Background: an optimization exercise with open tools, aiming at small area, a short achievable clock period and few clock cycles. Do not read the settings as production practice. At most, simulation tests tie the RTL to the original design; equivalence was not proved. No functional check of the RTL was part of run 2. No activity file was given, so power comes from the tool's default toggle rates.

==> design/flow/design.v <==
package dzr_pkg;
   typedef logic [2:0] phase_type;
   localparam phase_type PH_WIDTH  = 3'd0;   
   localparam phase_type PH_HEIGHT = 3'd1;   
   localparam phase_type PH_MUL    = 3'd2;   
   localparam phase_type PH_EMPTY  = 3'd3;   
   localparam phase_type PH_FULL   = 3'd4;   
   localparam phase_type PH_LIT    = 3'd5;   
endpackage
module dzr_parser (
   input  logic        clock,
   input  logic        reset,
   input  logic        req_valid,
   output logic        req_ready,
   input  logic [7:0]  req_data_byte,
   output logic        rsp_valid,
   input  logic        rsp_ready,
   output logic [15:0] rsp_depth_value,
   output logic [31:0] rsp_repeat_count,
   output logic        rsp_frame_last,
   output logic        rsp_overrun_error
);
   logic [7:0]  in_byte;
   logic        in_vld, in_vld_n;
   logic        rdy, rdy_n;
   dzr_pkg::phase_type   ph, ph_n;
   logic [1:0]  idx, idx_n;
   logic [31:0] cnt, cnt_n;
   logic [31:0] rem, rem_n;
   logic [31:0] cnt_out, cnt_out_n;
   logic        sat, sat_n;
   logic        wovf, wovf_n;
   logic [7:0]  lo, lo_n;
   logic [15:0] dep, dep_n;
   logic        last_ff, last_n;
   logic        ovf_ff, ovf_n;
   logic        vld_ff, vld_n;
   logic        last_byte, writes_out, consume;
   logic        last_byte_n, writes_out_n;
   logic [31:0] field;
   logic [31:0] x;
   logic        cin;
   logic [31:0] sum;
   logic        cout;
   logic        clip;
   logic        newsat;
   logic        in_frame;
   assign field = {in_byte, cnt[31:8]};
   assign last_byte  = (ph == dzr_pkg::PH_LIT) ? idx[0] : (idx == 2'd3);
   assign writes_out = (ph == dzr_pkg::PH_HEIGHT) ||
                       ((ph == dzr_pkg::PH_EMPTY || ph == dzr_pkg::PH_LIT) && last_byte);
   assign consume    = in_vld && (ph != dzr_pkg::PH_MUL) && !(writes_out && vld_ff);
   always_comb begin
      case (ph)
         dzr_pkg::PH_MUL:   begin x = cnt_out[0] ? cnt : 32'h0; cin = 1'b0; end
         dzr_pkg::PH_EMPTY: begin x = ~field;                   cin = 1'b1; end
         default:  begin x = 32'hFFFF_FFFF;            cin = 1'b0; end
      endcase
      {cout, sum} = {1'b0, rem} + {1'b0, x} + {32'h0, cin};
   end
   assign clip     = !cout;
   assign in_frame = (rem != 32'h0);
   assign newsat   = sat || (cnt_out[0] && (cout || wovf));
   always_comb begin
      ph_n      = ph;
      idx_n     = idx;
      cnt_n     = cnt;
      rem_n     = rem;
      cnt_out_n = cnt_out;
      sat_n     = sat;
      wovf_n    = wovf;
      lo_n      = lo;
      dep_n     = dep;
      last_n    = last_ff;
      ovf_n     = ovf_ff;
      vld_n     = vld_ff && !rsp_ready;
      if (ph == dzr_pkg::PH_MUL) begin
         rem_n     = newsat ? 32'hFFFF_FFFF : sum;
         sat_n     = newsat;
         wovf_n    = wovf || cnt[31];
         cnt_n     = {cnt[30:0], 1'b0};
         cnt_out_n = {1'b0, cnt_out[31:1]};
         if (cnt_out[31:1] == 31'h0) begin
            ph_n = (rem == 32'h0 && !sat &&
                    !(cnt_out[0] && (cnt != 32'h0 || wovf))) ? dzr_pkg::PH_WIDTH : dzr_pkg::PH_EMPTY;
         end
      end else if (consume) begin
         idx_n = last_byte ? 2'd0 : idx + 2'd1;
         case (ph)
            dzr_pkg::PH_WIDTH: begin
               cnt_n = field;
               if (last_byte) ph_n = dzr_pkg::PH_HEIGHT;
            end
            dzr_pkg::PH_HEIGHT: begin
               cnt_out_n = {in_byte, cnt_out[31:8]};
               rem_n     = 32'h0;
               sat_n     = 1'b0;
               wovf_n    = 1'b0;
               if (last_byte) ph_n = dzr_pkg::PH_MUL;
            end
            dzr_pkg::PH_EMPTY: begin
               cnt_n = field;
               if (last_byte) begin
                  ph_n  = dzr_pkg::PH_FULL;
                  rem_n = clip ? 32'h0 : sum;
                  if (field != 32'h0) begin
                     vld_n     = 1'b1;
                     cnt_out_n = clip ? rem : field;
                     dep_n     = 16'h0;
                     last_n    = clip || (rem == field);
                     ovf_n     = clip;
                  end
               end
            end
            dzr_pkg::PH_FULL: begin
               cnt_n = field;
               if (last_byte) begin
                  if (field != 32'h0) ph_n = dzr_pkg::PH_LIT;
                  else ph_n = (rem == 32'h0) ? dzr_pkg::PH_WIDTH : dzr_pkg::PH_EMPTY;
               end
            end
            default: begin
               if (!idx[0]) begin
                  lo_n = in_byte;
               end else begin
                  vld_n     = 1'b1;
                  dep_n     = {in_byte, lo};
                  cnt_out_n = 32'd1;
                  last_n    = (rem == 32'd1);
                  ovf_n     = !in_frame;
                  rem_n     = in_frame ? sum : rem;
                  cnt_n     = cnt - 32'd1;
                  if (cnt == 32'd1) begin
                     ph_n = (rem == 32'd0 || rem == 32'd1) ? dzr_pkg::PH_WIDTH : dzr_pkg::PH_EMPTY;
                  end
               end
            end
         endcase
      end
      in_vld_n     = (in_vld && !consume) || (req_valid && rdy);
      last_byte_n  = (ph_n == dzr_pkg::PH_LIT) ? idx_n[0] : (idx_n == 2'd3);
      writes_out_n = (ph_n == dzr_pkg::PH_HEIGHT) ||
                     ((ph_n == dzr_pkg::PH_EMPTY || ph_n == dzr_pkg::PH_LIT) && last_byte_n);
      rdy_n        = !in_vld_n || (ph_n != dzr_pkg::PH_MUL && !(writes_out_n && vld_n));
   end
   always_ff @(posedge clock) begin
      if (reset) begin
         ph     <= dzr_pkg::PH_WIDTH;
         idx    <= 2'd0;
         in_vld <= 1'b0;
         vld_ff <= 1'b0;
         rdy    <= 1'b1;
      end else begin
         ph     <= ph_n;
         idx    <= idx_n;
         in_vld <= in_vld_n;
         vld_ff <= vld_n;
         rdy    <= rdy_n;
      end
   end
   always_ff @(posedge clock) begin
      if (rdy) in_byte <= req_data_byte;
      cnt     <= cnt_n;
      rem     <= rem_n;
      cnt_out <= cnt_out_n;
      sat     <= sat_n;
      wovf    <= wovf_n;
      lo      <= lo_n;
      dep     <= dep_n;
      last_ff <= last_n;
      ovf_ff  <= ovf_n;
   end
   assign req_ready         = rdy;
   assign rsp_valid         = vld_ff;
   assign rsp_depth_value   = dep;
   assign rsp_repeat_count  = cnt_out;
   assign rsp_frame_last    = last_ff;
   assign rsp_overrun_error = ovf_ff;
endmodule
module depth_zero_run_decoder (
   input  logic               clock,
   input  logic               reset,
   input  logic               req_valid,
   output logic               req_ready,
   input  logic [7:0]         req_data_byte,
   output logic               rsp_valid,
   input  logic               rsp_ready,
   output logic signed [15:0] rsp_depth_value,
   output logic [31:0]        rsp_repeat_count,
   output logic               rsp_frame_last,
   output logic               rsp_overrun_error
);
   dzr_parser u_parser (
      .clock             (clock),
      .reset             (reset),
      .req_valid         (req_valid),
      .req_ready         (req_ready),
      .req_data_byte     (req_data_byte),
      .rsp_valid         (rsp_valid),
      .rsp_ready         (rsp_ready),
      .rsp_depth_value   (rsp_depth_value),
      .rsp_repeat_count  (rsp_repeat_count),
      .rsp_frame_last    (rsp_frame_last),
      .rsp_overrun_error (rsp_overrun_error)
   );
endmodule
==> design/flow/run.sh <==
#!/bin/bash
# synth_recipe.tcl (not shown) runs the flow's synth.tcl, then flattens the netlist and writes it again
# the make line also repeats each setting of config.mk as NAME=value (left out here)
make -C /OpenROAD-flow-scripts/flow DESIGN_CONFIG=/design/flow/config.mk WORK_HOME=/design/flow/orfs CLKGATE_MAP_FILE= SYNTH_SCRIPT=/design/flow/synth_recipe.tcl finish
==> design/flow/config.mk <==
export PLATFORM = sky130hd
export DESIGN_NAME = depth_zero_run_decoder
export DESIGN_NICKNAME = depth_zero_run_decoder
export VERILOG_FILES = /design/flow/design.v
export SDC_FILE = /design/flow/constraint.sdc
export NUM_CORES = 4
export LEC_CHECK = 0
export CAP_MARGIN = 20
export CORE_MARGIN = 2
export CORE_UTILIZATION = 40
export SLEW_MARGIN = 20
==> design/flow/constraint.sdc <==
create_clock -name core_clock -period 11.0 [get_ports {clock}]
set_input_delay 2.2000 -clock core_clock [delete_from_list [all_inputs] [get_ports {clock}]]
set_output_delay 2.2000 -clock core_clock [all_outputs]
set_load 0.01 [all_outputs]
==> results of run 1 <==
[cell usage in the layout, fill, tap and decap left out, drive strengths merged, types with 3 or more instances in the layout]
| cell type | n |
|---|---|
| nand4 | 18 |
| o21bai | 8 |
| a22oi | 30 |
| o31ai | 4 |
| nand3 | 15 |
| xor2 | 19 |
| nor3 | 22 |
| a2111oi | 5 |
| or2 | 5 |
| nand2 | 78 |
| mux2i | 25 |
| inv | 31 |
| a211oi | 3 |
| and3 | 4 |
| a21oi | 136 |
| or4 | 3 |
| or3 | 5 |
| xnor2 | 68 |
| clkinvlp | 4 |
| clkdlybuf4s50 | 63 |
| o22ai | 25 |
| o211ai | 5 |
| a21o | 19 |
| nand2b | 39 |
| and2 | 20 |
| nor2b | 6 |
| o21ai | 89 |
| ha | 34 |
| edfxtp | 130 |
| o21a | 4 |
| a22o | 7 |
| o41ai | 3 |
| clkinv | 4 |
| clkbuf | 18 |
| nor2 | 73 |
| buf | 17 |
| dfxtp | 10 |
| a31oi | 5 |
| nor4 | 29 |
[cell families (layout without fill, tap and decap cells)]
family                     Yosys count  in the layout  share of synthesized area, %
AOI/OAI and AO/OA                  362            362                          21.8
and+or+nand+nor                    323            323                          17.4
DFF                                140            140                          41.2
buffers and inverters              110            137                          4.75
xor gates and xnor gates            87             87                          7.65
adders and majority gates           36             36                          4.67
muxes                               25             25                          2.51
other                                0              1                             0
[power groups by stage]
| stage | clock network [W] | logic [W] | registers [W] |
|---|---|---|---|
| after floorplan | 0 | 0.000687 | 0.000790 |
| after global placement | 0 | 0.000845 | 0.000885 |
| after detailed placement | 0 | 0.000853 | 0.000883 |
| after CTS | 0.000566 | 0.000859 | 0.000871 |
| after global routing | 0.000587 | 0.000961 | 0.000886 |
| final | 0.000558 | 0.000873 | 0.000878 |
[cells in the mapped netlist, types with 25 or more instances]
| master | number |
|---|---|
| a22oi_1 | 29 |
| nor2_1 | 73 |
| a21oi_1 | 136 |
| edfxtp_1 | 130 |
| o22ai_1 | 25 |
| xnor2_1 | 68 |
| nand2_1 | 78 |
| ha_1 | 34 |
| inv_1 | 25 |
| o21ai_0 | 80 |
| clkbuf_1 | 48 |
| nand2b_1 | 38 |
| mux2i_1 | 25 |
[registers in the layout (all words and copies together), names as in the netlist]
name and cells:
u_parser.rdy 1, u_parser.cnt 32, u_parser.in_vld 1, u_parser.ovf_ff 1, u_parser.last_ff 1, u_parser.ph 3, u_parser.lo 8, u_parser.in_byte 8
u_parser.idx 2, u_parser.wovf 1, u_parser.vld_ff 1, u_parser.cnt_out 32, u_parser.dep 16, u_parser.sat 1, u_parser.rem 32
[tightest hold or removal path: cells and delay by family (launching register included)]
kind / cells / cell delay (ps)
AO/OA/AOI/OAI: 1 / 50
flip-flops: 1 / 330
AND/OR/NAND/NOR: 1 / 60
[layer usage]
layer	up-vias	global-route usage [%]	routed length, um
li1	4041	-	-
met1	4083	34.9	14400
met2	404	34.7	13400
met4	6	10.5	956
met5	-	0	33
met3	78	4.06	2310
[worst paths after layout]
check             startpoint              end  slack, ps  cells past startpoint
max           u_parser.ph[1]  u_parser.rem[0]       5580                     18
min          u_parser.idx[1]  u_parser.idx[1]        490                      2
max reg2reg   u_parser.ph[1]  u_parser.rem[0]       5580                     18
min reg2reg  u_parser.idx[1]  u_parser.idx[1]        490                      2
[layout make-up]
class | instances | area, um^2
antenna | 1 | 2.50
clock buffer | 18 | 429
clock inverter | 14 | 133
fill | 2341 | 13000
inverter | 25 | 93.8
multi-input combinational | 833 | 5440
sequential | 140 | 4110
tap | 324 | 405
timing repair buffer | 80 | 766
[per-stage QoR]
stage	utilization, %	setup slack [ps]	hold slack, ps
floorplan	-	6850	443
global placement	44.2	5730	468
detailed placement	44.3	5590	471
CTS	46.6	5580	483
global route	46.6	5250	522
finish	46.6	5580	487
==> flow_summary.yaml, run 1 <==
status:
  status: "timing/DRC/antenna clean"
pwr:
  p_per_area_nw_per_um2: 203
  power_w: 0.00231
  p_sw_share_pct: 40.0
  intPower_w: 0.00138
  irDropWorstVdd_uv: 77.9
  power_switching_w: 0.000924
  leakage_nw: 3.85
  pwr-share-clk_pct: 24.2
  p_comb_share_pct: 37.8
  p_seq_share_pct: 38.0
place:
  dpl_cell_area_um2: 10800
  gp_congestion: 0.948
  hpwl_um: 21100
  dpl.cell_count: 1402
  port-buffer-count: 63
die:
  ioPinCount: 64
  die-area_um2: 26200
  die_w_um: 162
  die_height_um: 162
  coreArea_um2: 24400
  start_util_pct: 40.9
  std_cell_rows: 57
synthesis:
  synth_edf_count: 130
  synthFlopType: "edfxtp_1"
  synthCells: 1083
  async_flop_share_pct: 0
  yosysTopAreaCellShare_pct: 39.2
  synth_area_leaders: "edfxtp_1 39%, a21oi_1 6.8%, xnor2_1 6.0%"
  syn_area_per_cell_um2: 9.20
  yosysSeqAreaShare_pct: 41.2
  netlist_area_um2: 9960
  synthDistinctLibCells: 67
  ys_ff_latch: 140
  synth_top_cell_by_area: "edfxtp_1"
  syn_nets: 1131
  yosysWarnings: 1
drt:
  drtIter0Drc: 1008
  wl_per_cell_um: 21.7
  drc_errors: 0
  viasPerCell: 6.00
  final_antenna_net_count: 0
  wl_um: 31100
  drt-pass1-iter-count: 5
  vias: 8612
cts:
  ctsHoldBuffers: 0
  clk_latency_ps: 440
  cts_sinks: 140
  post-cts-setup-buffer-count: 0
  clk_pin_slew_worst_paths_ps: 70
  root_buffer: "clkbuf_16"
  cts-resized-gates: 0
  cts_tree: "yes"
  cts_buffer_depth: 2
  cts_made_buffers: 17
  cts_max_level: 4
setup_path:
  cp_max_fo: 39
  arrival_ps: 5610
  slowest_delay_ps: 770
  cp-start-kind: "flop"
  crit_family: "compound AO/OA/AOI/OAI gates"
  path_cells: "inv_1 -> nor2_2 -> nand2b_1 -> fa_1 -> inv_1 -> fa_1 -> nand2b_1 -> a21o_1 -> a211o_1 -> a21oi_1 -> o21ai_1 -> a21oi_4 -> buf_4 -> o21a_1 -> o21ai_1 -> buf_4 -> inv_1 -> a21o_1"
  critPathKind: "reg2reg"
  crit_buf_inv: 5
  crit_path_top_delay_cell: "nor2_2"
  worst_path_most_repeated_cell: "inv_1"
  worstSetupEndpointType: "flop"
  required_ps: 11200
timing:
  fin_skew_ps: 9.24
  timing.final.crit_period_ps: 5420
  rsz0062_at_grt: "no"
  min_period_over_period_pct: 49.2
  relSlewSlack_pct: 34.7
  setup_violations: 0
  fmax_ghz: 0.185
  finalHoldViolations: 0
  setup_tns_ps: 0
  report.final.slew_viol_count: 0
  tightest_slew_ps: 978
global_routing:
  grt_pass1_vias: 8044
  grt_max_degree: 89
  grt_pass1_wl_um: 48000
  grtUsageTotal_pct: 23.9
  antenna_found_initial: 3
  grt-ovfl-total: 0
job:
  maxCapViolCount: 0
finish:
  syn2layout_area_growth_pct: 14.2
  nets: 1145
  final_layout_size_suffix_gt1_share_pct: 6.94
  design_area_um2: 11400
  fin_cells: 1435
hold_path:
  hold_path.class: "reg2reg"
Testbench counts, summed over its fixed seeds: cycles 67,441.
==> inputs of run 2 (changes only) <==
--- a/design/flow/design.v
+++ b/design/flow/design.v
@@ -107,7 +107,7 @@
                      vld_n     = 1'b1;
                      cnt_out_n = clip ? rem : field;
                      dep_n     = 16'h0;
-                     last_n    = clip || (rem == field);
+                     last_n    = clip || (sum == 32'h0);
                      ovf_n     = clip;
                   end
                end
==> design/flow/flow/run.sh (new file) <==
#!/bin/bash
# Standard ORFS layout, with repair_timing aiming for extra setup slack so
# that the achieved period shrinks. Constraints and clock are unchanged.
set -euo pipefail
bash standard.sh SETUP_SLACK_MARGIN=7.5 finish > orfs_flow.log 2>&1
==> design/flow/standard.sh (new file) <==
#!/bin/bash
# synth_recipe.tcl (not shown) runs the flow's synth.tcl, then flattens the netlist and writes it again
# the make line also repeats each setting of config.mk as NAME=value (left out here)
make -C /OpenROAD-flow-scripts/flow DESIGN_CONFIG=/design/flow/config.mk WORK_HOME=/design/flow/orfs CLKGATE_MAP_FILE= SYNTH_SCRIPT=/design/flow/synth_recipe.tcl "${@:-finish}"
removed: design/flow/run.sh
==> flow_summary.yaml, run 2 <==
die:
  coreArea_um2: 24100
  die_w_um: 160
  die-area_um2: 25500
  die_height_um: 160
  start_util_pct: 40.3
  ioPinCount: 64
  std_cell_rows: 57
setup_path:
  timing.rr.end: "u_parser.rem[11]"
  path_cells: "buf_12 -> clkinv_16 -> buf_12 -> o21ai_2 -> a31oi_2 -> fa_2 -> fa_2 -> nand2b_4 -> a21oi_4 -> o21ai_4 -> o221a_4 -> a41oi_2 -> a21o_1 -> a21o_4 -> buf_16 -> a21oi_4 -> buf_12 -> buf_16 -> o21ai_0"
  r2r.worst_path.cells: 19
  crit_path_top_delay_cell: "fa_2"
  crit_cells: 19
  arrival_ps: 4190
  r2r_slack_ps: 7050
  cp_max_fo: 16
  cp-start-kind: "flop"
  required_ps: 11240
  crit_family: "compound AO/OA/AOI/OAI gates"
  crit_buf_inv: 6
  rr_startpoint: "u_parser.ph[0]"
  worst_path_most_repeated_cell: "buf_12"
  crit_start: "u_parser.ph[0]"
  slowest_delay_ps: 380
  worstSetupEndpointType: "flop"
  critPathKind: "reg2reg"
  endpoint: "u_parser.rem[11]"
cts:
  cts_tree: "yes"
  clk_latency_ps: 430
  cts_sinks: 140
  cts_buffer_depth: 2
  root_buffer: "clkbuf_16"
  cts_made_buffers: 17
  clk_pin_slew_worst_paths_ps: 60
  ctsHoldBuffers: 0
  cts_max_level: 4
timing:
  whs_ps: 486
  setup_violations: 0
  setup_tns_ps: 0
  rsz0062_at_grt: "yes"
  relSlewSlack_pct: 41.3
  report.final.slew_viol_count: 0
  min_period_over_period_pct: 35.9
  fmax_ghz: 0.253
  fin_skew_ps: 12.4
  tightest_slew_ps: 874
  finalHoldViolations: 0
  timing.final.crit_period_ps: 3950
global_routing:
  grt_pass1_wl_um: 56200
  grt-ovfl-total: 0
  grt_max_degree: 62
  antenna_found_initial: 2
  grtUsageTotal_pct: 28.8
  grt_pass1_vias: 9343
synthesis:
  syn_area_per_cell_um2: 8.95
  yosysSeqAreaShare_pct: 42.3
  synth_common_cells: "130 x edfxtp_1, 114 x a21oi_1, 111 x o21ai_0, 105 x nand2_1, 75 x clkbuf_1"
  synthCells: 1085
  synth_top_cell_by_area: "edfxtp_1"
  ys_ff_latch: 140
  synth_area_leaders: "edfxtp_1 40%, a21oi_1 5.9%, o21ai_0 5.7%"
  synthFlopType: "edfxtp_1"
  yosysMostFrequentCell: "edfxtp_1"
  yosysTopAreaCellShare_pct: 40.2
  synthDistinctLibCells: 71
  syn_nets: 1133
  netlist_area_um2: 9710
  synth_edf_count: 130
  yosysWarnings: 1
  async_flop_share_pct: 0
finish:
  fin_cells: 1562
  diodes: 0
  design_area_um2: 13700
  final_layout_size_suffix_gt1_share_pct: 29.0
  reg_top3: "u_parser.cnt (32), u_parser.cnt_out (32), u_parser.rem (32)"
  seqCellArea_um2: 4120
  nets: 1273
  multi_input_area_um2: 6250
  syn2layout_area_growth_pct: 41.2
  mostFrequentLayoutCells: "130 x edfxtp_1, 98 x buf_4, 94 x nand2_1"
  final_common_cell: "edfxtp_1"
  fillers: 2033
drt:
  drc_errors: 0
  wl_per_cell_um: 25.3
  final_antenna_net_count: 0
  vias: 10000
  drtIter0Drc: 1414
  drt-pass1-iter-count: 6
  wl_um: 39500
  viasPerCell: 6.43
place:
  dpl_cell_area_um2: 10600
  hpwl_um: 22400
  port-buffer-count: 63
  gp_congestion: 0.905
  dpl.cell_count: 1400
pwr:
  irDropWorstVdd_uv: 86.5
  p_per_area_nw_per_um2: 118
  leakage_nw: 5.06
hold_path:
  hold_path.class: "reg2reg"
status:
  status: "timing/DRC/antenna clean"
job:
  maxCapViolCount: 0
==> run 2: cell count changes after synthesis, moves of 28 or more <==
cell,before,now
nand3_1,15,49
xnor2_1,68,29
a22oi_1,29,1
o211ai_1,5,38
o21ai_0,80,111
nand2b_1,38,9
==> run 2: repair_timing <==
| action | in CTS | in global routing |
|---|---|---|
| setup buffers | 79 | 31 |
| endpoints found under the hold margin | 0 | 0 |
| pin swaps | 44 | 41 |
| setup endpoints to repair | 170 | 107 |
| cloned | 14 | 5 |
| gates resized for setup | 222 | 112 |
==> run 2: cell families (layout without fill, tap and decap cells) <==
logic type	count (synthesis)	after routing	share of synthesized area, %
AND/OR/NAND/NOR	357	358	18.0
AO/OA/AOI/OAI	365	365	22.8
buffers and inverters	104	256	4.20
multiplexers	34	34	3.50
adder cells (fa/ha/maj)	36	36	4.79
XOR/XNOR	49	49	4.42
flip-flops	140	140	42.3
==> run 2: routing by layer <==
metal	vias to the layer above	global-route usage, %	part of all wire (%)
li1	4359	-	-
met1	4840	38.9	39
met2	692	45.4	45
met3	150	5.38	11
met4	0	12.7	5.1
met5	-	0	0
==> run 2: power breakdown <==
part / total [W] / internal [W] / leakage, nW / switching (W)
registers: 0.000683 / 0.000618 / 1.32 / 0.0000644
clock network: 0.000570 / 0.000316 / 0.266 / 0.000254
logic: 0.000370 / 0.000170 / 3.48 / 0.000200
total: 0.00162 / 0.00110 / 5.06 / 0.000518
==> run 2: worst reg2reg max path, cell delays in order (launching register included) <==
cell and delay, ps:
dfxtp_4 360, buf_12 130, clkinv_16 80, buf_12 140, o21ai_2 120, a31oi_2 50
fa_2 380, fa_2 360, nand2b_4 160, a21oi_4 170, o21ai_4 110, o221a_4 270
a41oi_2 170, a21o_1 160, a21o_4 230, buf_16 200, a21oi_4 80, buf_12 180
buf_16 170, o21ai_0 230
==> run 2: cell type report <==
cell class | instances | share of cell area, %
Timing Repair Buffer | 205 | 16.5
Clock buffer | 18 | 3.13
Inverter | 19 | 0.748
Multi-Input combinational cell | 842 | 45.6
Clock inverter | 14 | 1.00
Tap cell | 324 | 2.96
Sequential cell | 140 | 30.1
==> run 2: metrics by stage <==
step | power, W | util, % | setup WS, ps
floorplan | 0.000835 | - | 7170
global placement | 0.000920 | 44.0 | 5910
detailed placement | 0.000922 | 44.0 | 5810
CTS | 0.00157 | 53.8 | 7140
global route | 0.00167 | 56.9 | 6960
finish | 0.00162 | 56.9 | 7050
==> run 2: worst min path at each step <==
| stage | startpoint | to | depth (start not counted) |
|---|---|---|---|
| 2_1_floorplan | u_parser.idx[1] | u_parser.idx[1] | 2 |
| 3_3_place_gp | u_parser.idx[1] | u_parser.idx[1] | 2 |
| 3_5_place_dp | u_parser.idx[1] | u_parser.idx[1] | 2 |
| 4_1_cts | u_parser.idx[1] | u_parser.idx[1] | 2 |
| 5_1_grt | u_parser.idx[1] | u_parser.idx[1] | 2 |
| 6_report | u_parser.idx[1] | u_parser.idx[1] | 2 |

-- re-timing with driven ports --
In the flow no input, the clock included, has a driving cell. The finished layouts below were timed again as built, in two steps.
Step 1 (the two cells are an assumption about what drives the block):
set clk [get_ports {clock}]
set_driving_cell -lib_cell sky130_fd_sc_hd__clkbuf_16 $clk
set_driving_cell -lib_cell sky130_fd_sc_hd__buf_2 [delete_from_list [all_inputs] $clk]
Step 2 also shifts input and output timing later by t, the mid clock arrival at the registers, as if the neighbouring blocks saw the same clock.
a / b / c = ideal ports / drivers / drivers and shift; a / b = the first two.
| run | shift t [ns] | slack for setup (ns) | latest minus earliest clock arrival (ns) |
|---|---|---|---|
| run 1 | 0.485 | 5.583 / 5.583 / 5.583 | 0.009 / 0.010 |
| run 2 | 0.475 | 7.051 / 7.051 / 7.051 | 0.012 / 0.012 |
After both steps every run listed still meets setup and hold.
